From an optimization exercise on the open Yosys and OpenROAD flow, aimed at small area, a short achievable clock period and few clock cycles per item; shortcuts taken in it are not production practice. Where RTL was checked, it was by simulation tests only, not by an equivalence proof against the original.

Setup of the reference run:
==> module ray_grid_stepper, before the edit <==
module ray_grid_stepper #(
    parameter int COORD_W   = 13,
    parameter int CELL_LOG2 = 6,
    parameter int GRID_LOG2 = 6,
    parameter int FRAC_W    = 8,
    parameter int MAX_STEPS = 64,
    parameter int RAM_LAT   = 1
) (
    input  logic                       clock,
    input  logic                       resetn,
    input  logic                       start,
    input  logic                       mode,
    input  logic                       dir_neg,
    input  logic [COORD_W-1:0]         player_x,
    input  logic [COORD_W-1:0]         player_y,
    input  logic [COORD_W+FRAC_W-1:0]  slope,
    output logic                       busy,
    output logic                       done,
    output logic                       hit,
    output logic                       out_of_bounds,
    output logic                       step_limit,
    output logic [COORD_W-1:0]         hit_x,
    output logic [COORD_W-1:0]         hit_y,
    output logic [7:0]                 steps,
    output logic                       grid_rd_en,
    output logic [2*GRID_LOG2-1:0]     grid_addr,
    input  logic                       grid_data
);
    localparam int TW = 22;
    logic                  busy_r, done_r, hit_r, oob_r;
    logic                  mode_r, dn_r;
    logic [20:0]           slope_r;
    logic signed [TW-1:0]  t_r;         
    logic signed [7:0]     cp_r;        
    logic [6:0]            cnt_r;       
    logic                  init_r;
    logic signed [12:0]    p_in, s_in;
    logic signed [27:0]    off;
    logic signed [TW-1:0]  t_init;
    always_comb begin
        p_in   = mode ? player_x : player_y;
        s_in   = mode ? player_y : player_x;
        off    = $signed({t_r, 6'd0}) + $signed({dn_r ? slope_r : 21'd0, 6'd0})
               - $signed({2'b00, cnt_r[5:0]}) * $signed(slope_r);
        t_init = off[27:6];
    end
    logic signed [TW-1:0]  t_nxt;
    logic signed [7:0]     cp_nxt;
    logic                  nxt_oob, probe_valid, hit_now, at_limit, finish;
    always_comb begin
        t_nxt       = dn_r ? t_r - $signed(slope_r) : t_r + $signed(slope_r);
        cp_nxt      = dn_r ? cp_r - 8'sd1 : cp_r + 8'sd1;
        nxt_oob     = (cp_nxt[7:6] != 2'b00) || (t_nxt[TW-1:14] != '0);
        probe_valid = !cnt_r[6] && !init_r;
        hit_now     = probe_valid && grid_data;
        at_limit    = (cnt_r == 7'd63);
        finish      = !init_r && (hit_now || nxt_oob || at_limit);
    end
    always_ff @(posedge clock) begin
        if (!resetn) begin
            busy_r <= 1'b0;
            done_r <= 1'b0;
        end else if (busy_r) begin
            busy_r <= !finish;
            done_r <= finish;
        end else begin
            busy_r <= start;
            done_r <= 1'b0;
        end
    end
    always_ff @(posedge clock) begin
        hit_r  <= hit_now;
        oob_r  <= nxt_oob;
        init_r <= !busy_r;
        if (!busy_r) begin
            mode_r  <= mode;
            dn_r    <= dir_neg;
            slope_r <= slope;
            t_r     <= TW'(s_in) <<< 2;
            cp_r    <= {p_in[12], p_in[12:6]};
            cnt_r   <= {1'b0, p_in[5:0]};
        end else if (init_r) begin
            t_r   <= t_init;
            cnt_r <= 7'h7f;
        end else begin
            cnt_r <= cnt_r + 7'd1;
            if (!hit_now) begin
                t_r  <= t_nxt;
                cp_r <= cp_nxt;
            end
        end
    end
    logic [6:0] line_idx;
    always_comb begin
        busy          = busy_r;
        done          = done_r;
        hit           = hit_r;
        out_of_bounds = oob_r && !hit_r;
        step_limit    = !hit_r && !oob_r;
        line_idx      = cp_r[6:0] + {6'd0, dn_r};
        hit_x         = mode_r ? {line_idx, 6'd0} : t_r[14:2];
        hit_y         = mode_r ? t_r[14:2] : {line_idx, 6'd0};
        steps         = {1'b0, cnt_r};
        grid_rd_en    = 1'b1;
        grid_addr     = mode_r ? {t_nxt[13:8], cp_nxt[5:0]} : {cp_nxt[5:0], t_nxt[13:8]};
    end
endmodule
clock: 11.0 ns
lec_check: 0
cap_margin: 20
core_margin: 2
core_utilization: 40
place_density: 0.6
slew_margin: 20
run.sh (not shown) runs the stock make flow with config.mk's settings and CLKGATE_MAP_FILE= SYNTH_SCRIPT=/design/flow/synth_recipe.tcl, a recipe that flattens the netlist after the stock synthesis.
Testbench counts of the reference run, summed over its fixed seeds: cycles 13,688, rays 1,536.
## Diff of input files: the trial run against the reference run
==> flow/design.v <==
module ray_grid_stepper #(
    parameter int COORD_W   = 13,
    parameter int CELL_LOG2 = 6,
    parameter int GRID_LOG2 = 6,
    parameter int FRAC_W    = 8,
    parameter int MAX_STEPS = 64,
    parameter int RAM_LAT   = 1
) (
    input  logic                       clock,
    input  logic                       resetn,
    input  logic                       start,
    input  logic                       mode,
    input  logic                       dir_neg,
    input  logic [COORD_W-1:0]         player_x,
    input  logic [COORD_W-1:0]         player_y,
    input  logic [COORD_W+FRAC_W-1:0]  slope,
    output logic                       busy,
    output logic                       done,
    output logic                       hit,
    output logic                       out_of_bounds,
    output logic                       step_limit,
    output logic [COORD_W-1:0]         hit_x,
    output logic [COORD_W-1:0]         hit_y,
    output logic [7:0]                 steps,
    output logic                       grid_rd_en,
    output logic [2*GRID_LOG2-1:0]     grid_addr,
    input  logic                       grid_data
);
    localparam int TW = 22;
    logic                  busy_r, done_r, hit_r, oob_r;
    logic                  mode_r, dn_r;
    logic [20:0]           slope_r;
    logic signed [TW-1:0]  t_r;         
    logic signed [7:0]     cp_r;        
    logic [6:0]            cnt_r;       
    logic signed [12:0]    p_in, s_in;
    logic signed [7:0]     d_in;        
    logic signed [27:0]    s_init;
    always_comb begin
        p_in   = mode ? player_x : player_y;
        s_in   = mode ? player_y : player_x;
        d_in   = dir_neg ? (8'sd64 - $signed({2'b00, p_in[5:0]})) : -$signed({2'b00, p_in[5:0]});
        s_init = ($signed(s_in) <<< 8) + d_in * $signed(slope);
    end
    logic signed [TW-1:0]  t_nxt;
    logic signed [7:0]     cp_nxt;
    logic                  nxt_oob, probe_valid, hit_now, at_limit, finish;
    always_comb begin
        t_nxt       = dn_r ? t_r - $signed(slope_r) : t_r + $signed(slope_r);
        cp_nxt      = dn_r ? cp_r - 8'sd1 : cp_r + 8'sd1;
        nxt_oob     = (cp_nxt[7:6] != 2'b00) || (t_nxt[TW-1:14] != '0);
        probe_valid = !cnt_r[6];
        hit_now     = probe_valid && grid_data;
        at_limit    = (cnt_r == 7'd63);
        finish      = hit_now || nxt_oob || at_limit;
    end
    always_ff @(posedge clock) begin
        if (!resetn) begin
            busy_r <= 1'b0;
            done_r <= 1'b0;
        end else if (busy_r) begin
            busy_r <= !finish;
            done_r <= finish;
        end else begin
            busy_r <= start;
            done_r <= 1'b0;
        end
    end
    always_ff @(posedge clock) begin
        hit_r <= hit_now;
        oob_r <= nxt_oob;
        if (!busy_r) begin
            mode_r  <= mode;
            dn_r    <= dir_neg;
            slope_r <= slope;
            t_r     <= s_init[27:6];
            cp_r    <= {p_in[12], p_in[12:6]};
            cnt_r   <= 7'h7f;
        end else begin
            cnt_r <= cnt_r + 7'd1;
            if (!hit_now) begin
                t_r  <= t_nxt;
                cp_r <= cp_nxt;
            end
        end
    end
    logic [6:0] line_idx;
    always_comb begin
        busy          = busy_r;
        done          = done_r;
        hit           = hit_r;
        out_of_bounds = oob_r && !hit_r;
        step_limit    = !hit_r && !oob_r;
        line_idx      = cp_r[6:0] + {6'd0, dn_r};
        hit_x         = mode_r ? {line_idx, 6'd0} : t_r[14:2];
        hit_y         = mode_r ? t_r[14:2] : {line_idx, 6'd0};
        steps         = {1'b0, cnt_r};
        grid_rd_en    = 1'b1;
        grid_addr     = mode_r ? {t_nxt[13:8], cp_nxt[5:0]} : {cp_nxt[5:0], t_nxt[13:8]};
    end
endmodule
==> run notes <==
- Global-route usage, the trial run and the reference run, higher one = the reference run.
- In the tables for the trial run and the reference run, number of synthesized flops with an enable pin reads higher with the trial run.
- Taking the reference run as the reference point, the worst path setup slack after routing of the trial run falls by 1.53 ns.
- The lower non-clock buffer instance count of the final layout of the trial run and the reference run is in the reference run.
- The starting utilization of the core area on the trial run is in line with that on the reference run.
- The trial run: global routing usage on met2 7.4 points below the reference run
- The trial run against the reference run: register-to-register slack rose 2.03 ns.
- Delta (the trial run minus the reference run): register fraction of the total cell area increased by 0.47 points relative to the old numbers, largest stage delay on the critical path saw an increase, distinct cell type count of the synthesized netlist fell 12.
Testbench counts of the trial run, summed over its fixed seeds: cycles 12,152, rays 1,536.

== cedar ==
Another version of the RTL of ray_grid_stepper (not shown whole).
Size in the first run: ~780 cells after synthesis, roughly 110 I/O pins, about 7900 um^2 of cells after synthesis.
Settings: LEC_CHECK=0, CAP_MARGIN=20, CORE_MARGIN=2, CORE_UTILIZATION=60, CTS_BUF_LIST=sky130_fd_sc_hd__clkbuf_8, PLACE_DENSITY=0.7, SLEW_MARGIN=20, SYNTH_HIERARCHICAL=1, SYNTH_MINIMUM_KEEP_SIZE=0; clock period 11.0 ns.
standard.sh (not shown) runs the stock make flow with config.mk's settings and CLKGATE_MAP_FILE= SYNTH_SCRIPT=/design/flow/synth_recipe.tcl, a recipe that flattens the netlist after the stock synthesis.
==> flow/flow/run.sh <==
#!/bin/bash
set -o pipefail
export BUFFER_PORTS_ARGS="-buffer_cell sky130_fd_sc_hd__buf_1"
bash standard.sh SETUP_SLACK_MARGIN=5.5 finish > standard.log 2>&1
The final layout from cedar, which completed every stage, passed the timing, design-rule and antenna checks at the end of the flow.
### cedar -> oak
diff --git a/flow/design.v b/flow/design.v
--- a/flow/design.v
+++ b/flow/design.v
@@ -41,28 +41,38 @@
     logic [27:0]           vs, vc;
     logic [6:0]            low_sum;
     always_comb begin
         p_in    = mode ? player_x : player_y;
         s_in    = mode ? player_y : player_x;
         ndn     = !dir_neg;
         low_sum = {1'b0, vs[5:0]} + {1'b0, vc[5:0]};
     end
-    logic [3:0]            bone, btwo, bneg;
-    logic [6:0]            rb;
-    always_comb begin
-        rb = {p_in[5:0], 1'b0};
+    logic [3:0]            bone, btwo, bneg, bone_x, btwo_x, bneg_x, bone_y, btwo_y, bneg_y;
+    logic [6:0]            rbx, rby;
+    always_comb begin
+        rbx = {player_x[5:0], 1'b0};
+        rby = {player_y[5:0], 1'b0};
         for (int j = 0; j < 3; j++) begin
-            bone[j] = rb[2*j+1] ^ rb[2*j];
-            btwo[j] = rb[2*j+2] ? (!rb[2*j+1] && !rb[2*j]) : (rb[2*j+1] && rb[2*j]);
-            bneg[j] = !rb[2*j+2];
+            bone_x[j] = rbx[2*j+1] ^ rbx[2*j];
+            btwo_x[j] = rbx[2*j+2] ? (!rbx[2*j+1] && !rbx[2*j]) : (rbx[2*j+1] && rbx[2*j]);
+            bneg_x[j] = !rbx[2*j+2];
+            bone_y[j] = rby[2*j+1] ^ rby[2*j];
+            btwo_y[j] = rby[2*j+2] ? (!rby[2*j+1] && !rby[2*j]) : (rby[2*j+1] && rby[2*j]);
+            bneg_y[j] = !rby[2*j+2];
         end
-        bone[3] = ndn ^ p_in[5];
-        btwo[3] = 1'b0;
-        bneg[3] = p_in[5];
+        bone_x[3] = ndn ^ player_x[5];
+        btwo_x[3] = 1'b0;
+        bneg_x[3] = player_x[5];
+        bone_y[3] = ndn ^ player_y[5];
+        btwo_y[3] = 1'b0;
+        bneg_y[3] = player_y[5];
+        bone = mode ? bone_x : bone_y;
+        btwo = mode ? btwo_x : btwo_y;
+        bneg = mode ? bneg_x : bneg_y;
     end
     logic cs1, cs2, cs3, cs4, cs5, cs6, cs7, cs8, cs9, cs10, cs11, cs12, cs13, cs14, cs15, cs16, cs17, cs18, cs19, cs20, cs21, cs22, cs23, cs24, cs25, cs26, cs27, cs28, cs29, cs30, cs31, cs32, cs33, cs34, cs35, cs36, cs37, cs38, cs39, cs40, cs41, cs42, cs43, cs44, cs45, cs46, cs47, cs48, cs49, cs50, cs51, cs52, cs53, cs54, cs55, cs56, cs57, cs58, cs59, cs60, cs61, cs62, cs63, cs64, cs65, cs66, cs67, cs68, cs69, cs70, cs71, cs72, cs73, cs74, cs75, cs76, cs77, cs78, cs79, cs80, cs81, cs82, cs83, cs84, cs85, cs86, cs87, cs88, cs89, cs90, cs91, cs92, cs93, cs94, cs95, cs96, cs97, cs98, cs99, cs100, cs101, cs102, cs103, cs104, cs105, cs106, cs107, cs108, cs109, cs110, cs111, cs112, cs113, cs114, cs115, cs116, cs117, cs118, cs119, cs120, cs121, cs122, cs123, cs124, cs125, cs126;
     rgs_ha ha_cs1 (.a(bneg[3]), .b(((bone[3] & slope[0]) ^ bneg[3])), .s(cs1), .co(cs2));
     rgs_ha ha_cs3 (.a(((bone[3] & slope[1]) ^ bneg[3])), .b((((bone[0] & slope[7]) | (btwo[0] & slope[6])) ^ bneg[0])), .s(cs3), .co(cs4));
     rgs_fa fa_cs5 (.a(s_in[0]), .b(((bone[3] & slope[2]) ^ bneg[3])), .c((((bone[0] & slope[8]) | (btwo[0] & slope[7])) ^ bneg[0])), .s(cs5), .co(cs6));
     rgs_fa fa_cs7 (.a(s_in[1]), .b(((bone[3] & slope[3]) ^ bneg[3])), .c((((bone[0] & slope[9]) | (btwo[0] & slope[8])) ^ bneg[0])), .s(cs7), .co(cs8));
     rgs_fa fa_cs9 (.a(s_in[2]), .b(((bone[3] & slope[4]) ^ bneg[3])), .c((((bone[0] & slope[10]) | (btwo[0] & slope[9])) ^ bneg[0])), .s(cs9), .co(cs10));
     rgs_fa fa_cs11 (.a(s_in[3]), .b(((bone[3] & slope[5]) ^ bneg[3])), .c((((bone[0] & slope[11]) | (btwo[0] & slope[10])) ^ bneg[0])), .s(cs11), .co(cs12));
## What came out
Re sequential cell count: no difference whatsoever between cedar and oak. [compare] base=cedar new=oak: met2 layer usage reported by global route lost 3.0 points. Diff cedar -> oak: routed wire length now smaller.
Testbench counts of oak, summed over its fixed seeds: cycles 12,152, rays 1,536.
For cedar, only the layout was checked, not whether the RTL still works.

Another version of the RTL of ray_grid_stepper (not shown whole).
Size: about 920 cells after synthesis, ~86 flip-flops, roughly 110 I/O pins.
// ray_grid_stepper
module ray_grid_stepper #(
    parameter int COORD_W   = 13,
    parameter int CELL_LOG2 = 6,
    parameter int GRID_LOG2 = 6,
    parameter int FRAC_W    = 8,
    parameter int MAX_STEPS = 64,
    parameter int RAM_LAT   = 1
) (
    input  logic                       clock,
    input  logic                       resetn,
    input  logic                       start,
    input  logic                       mode,
    input  logic                       dir_neg,
    input  logic [COORD_W-1:0]         player_x,
    input  logic [COORD_W-1:0]         player_y,
    input  logic [COORD_W+FRAC_W-1:0]  slope,
    output logic                       busy,
    output logic                       done,
    output logic                       hit,
    output logic                       out_of_bounds,
    output logic                       step_limit,
    output logic [COORD_W-1:0]         hit_x,
    output logic [COORD_W-1:0]         hit_y,
    output logic [7:0]                 steps,
    output logic                       grid_rd_en,
    output logic [2*GRID_LOG2-1:0]     grid_addr,
    input  logic                       grid_data
);
==> flow/config.mk <==
export PLATFORM = sky130hd
export DESIGN_NAME = ray_grid_stepper
export DESIGN_NICKNAME = ray_grid_stepper
export VERILOG_FILES = /design/flow/design.v
export SDC_FILE = /design/flow/constraint.sdc
export NUM_CORES = 4
export LEC_CHECK = 0
export CAP_MARGIN = 20
export CORE_MARGIN = 2
export CORE_UTILIZATION = 40
export PLACE_DENSITY = 0.6
export SLEW_MARGIN = 20
==> flow/constraint.sdc <==
create_clock -name core_clock -period 11.0 [get_ports {clock}]
set_input_delay 2.2000 -clock core_clock [delete_from_list [all_inputs] [get_ports {clock}]]
set_output_delay 2.2000 -clock core_clock [all_outputs]
set_load 0.01 [all_outputs]
Scripts as last shown in full above: flow/flow/run.sh
Rerun with:
--- a/flow/design.v
+++ b/flow/design.v
@@ -20,24 +20,23 @@
     output logic                       out_of_bounds,
     output logic                       step_limit,
     output logic [COORD_W-1:0]         hit_x,
     output logic [COORD_W-1:0]         hit_y,
     output logic [7:0]                 steps,
     output logic                       grid_rd_en,
     output logic [2*GRID_LOG2-1:0]     grid_addr,
     input  logic                       grid_data
 );
     localparam int TW = 22;
-    logic                  busy_r, done_r, hit_r;
+    logic                  busy_r, done_r, hit_r, oob_r;
     logic                  mode_r, dn_r;
-    logic [14:0]           t_r;         
-    logic [6:0]            th_r;        
+    logic signed [TW-1:0]  t_r;         
     logic signed [7:0]     cp_r;        
     logic [6:0]            cnt_r;       
     logic                  cin_r;       
     logic signed [TW-1:0]  add_r;       
     logic [20:0]           slope_x;     
     logic signed [12:0]    p_in, s_in;
     logic                  ndn;
     logic [27:0]           vs, vc;
     logic [6:0]            low_sum;
     always_comb begin
@@ -333,80 +332,74 @@
     assign vc[19] = cs223;
     assign vc[20] = cs225;
     assign vc[21] = cs227;
     assign vc[22] = cs229;
     assign vc[23] = cs231;
     assign vc[24] = cs233;
     assign vc[25] = cs235;
     assign vc[26] = ~(ndn & slope[20]);
     assign vc[27] = 1'b0;
     logic                  first;
-    logic [14:0]           sum_lo;
-    logic [7:0]            a_hi, b_hi;
-    logic                  hi_zero;
-    logic [14:0]           t_nxt;
+    logic signed [TW-1:0]  t_nxt;
     logic signed [7:0]     cp_nxt;
-    logic                  nxt_oob, probe_valid, hit_now, finish;
+    logic                  nxt_oob, probe_valid, hit_now, at_limit, finish;
     always_comb begin
         first       = cnt_r[6];
-        sum_lo      = {1'b0, t_r[13:0]} + {1'b0, add_r[13:0]} + {14'd0, cin_r};
-        a_hi        = {th_r, t_r[14]};
-        b_hi        = add_r[21:14];
-        hi_zero     = ((a_hi[0] ^ b_hi[0]) == sum_lo[14]) && ((a_hi[6:0] | b_hi[6:0]) == (a_hi[7:1] ^ b_hi[7:1]));
-        t_nxt       = {a_hi[0] ^ b_hi[0] ^ sum_lo[14], sum_lo[13:0]};
+        t_nxt       = t_r + add_r + TW'(cin_r);
         cp_nxt      = cp_r + (dn_r ? -8'sd1 : 8'sd1);
-        nxt_oob     = (cp_nxt[7:6] != 2'b00) || !hi_zero;
+        nxt_oob     = (cp_nxt[7:6] != 2'b00) || (t_nxt[TW-1:14] != '0);
         probe_valid = !first;
         hit_now     = probe_valid && grid_data;
-        finish      = hit_now || nxt_oob;
+        at_limit    = (cnt_r == 7'd63);
+        finish      = hit_now || nxt_oob || at_limit;
     end
     always_ff @(posedge clock) begin
         if (!resetn) begin
             busy_r <= 1'b0;
             done_r <= 1'b0;
         end else if (busy_r) begin
             busy_r <= !finish;
             done_r <= finish;
         end else begin
             busy_r <= start;
             done_r <= 1'b0;
         end
     end
     always_ff @(posedge clock) begin
         hit_r <= hit_now;
+        oob_r <= nxt_oob;
         slope_x <= dir_neg ? ~slope : slope;
-        th_r    <= busy_r ? 7'd0 : vs[27:21];
         if (!busy_r) begin
             mode_r  <= mode;
             dn_r    <= dir_neg;
             add_r   <= vc[27:6];
             cin_r   <= low_sum[6];
-            t_r     <= vs[20:6];
+            t_r     <= vs[27:6];
             cp_r    <= {p_in[12], p_in[12:6]};
             cnt_r   <= 7'h7f;
         end else begin
             cnt_r <= cnt_r + 7'd1;
             if (first) begin
                 add_r <= {slope_x[20], slope_x};
                 cin_r <= dn_r;
             end
             if (!hit_now) begin
                 t_r  <= t_nxt;
                 cp_r <= cp_nxt;
             end
         end
     end
     logic [6:0] line_idx;
     always_comb begin
         busy          = busy_r;
         done          = done_r;
         hit           = hit_r;
-        out_of_bounds = !hit_r;
-        step_limit    = 1'b0;
+        out_of_bounds = oob_r && !hit_r;
+        step_limit    = !hit_r && !oob_r;
         line_idx      = cp_r[6:0] + {6'd0, dn_r};
         hit_x         = mode_r ? {line_idx, 6'd0} : t_r[14:2];
         hit_y         = mode_r ? t_r[14:2] : {line_idx, 6'd0};
         steps         = {1'b0, cnt_r};
         grid_rd_en    = 1'b1;
         grid_addr     = mode_r ? {t_nxt[13:8], cp_nxt[5:0]} : {cp_nxt[5:0], t_nxt[13:8]};
     end
 endmodule
The changed run produced a clean layout.
First-iteration DRC count fell by roughly a tenth.
Final cell count hardly moves.
Maximum frequency barely changes.
Non-clock buffer count fell by 1.
Hold slack improved by 0.013 ns.
Testbench counts after the change, summed over its fixed seeds: cycles 12,152, rays 1,536.
Only the layout flow was run in the first run of this note; the RTL was not checked for function there.

[static timing again, ports no longer ideal]
The results above use ideal ports. As a check the final layouts listed here were re-extracted and re-timed, cells and wires unchanged. Step 1 assumes that a clkbuf_16 drives the clock port and a buf_2 every other input. Step 2 moves the port delays by t, midway between the first and last clock arrival at a register: inputs arrive t later, outputs are due t later. That takes back most of the time a late clock gives input paths. Three values: ideal ports, drivers, drivers and shift; two values: the first two.
| run | t (ns) | setup slack, ns | clock arrival spread, ns | worst data-port slew with drivers (ns) | pins driven straight from the clock port |
|---|---|---|---|---|---|
| the reference run | 0.393 | 3.822 / 3.774 / 4.167 | 0.007 / 0.006 | 0.06 | 1 |
| the trial run | 0.366 | 2.292 / 2.307 / 1.940 | 0.009 / 0.009 | 0.04 | 1 |
| cedar | 0.411 | 5.602 / 5.618 / 5.207 | 0.018 / 0.018 | 0.06 | 1 |
| oak | 0.414 | 5.725 / 5.689 / 5.373 | 0.012 / 0.012 | 0.05 | 1 |
| the first run of note 3 | 0.386 | 5.672 / 5.655 / 5.277 | 0.007 / 0.007 | 0.06 | 1 |
| the second run of note 3 | 0.381 | 5.663 / 5.665 / 5.284 | 0.012 / 0.012 | 0.04 | 1 |
After both steps every run listed still meets setup and hold.
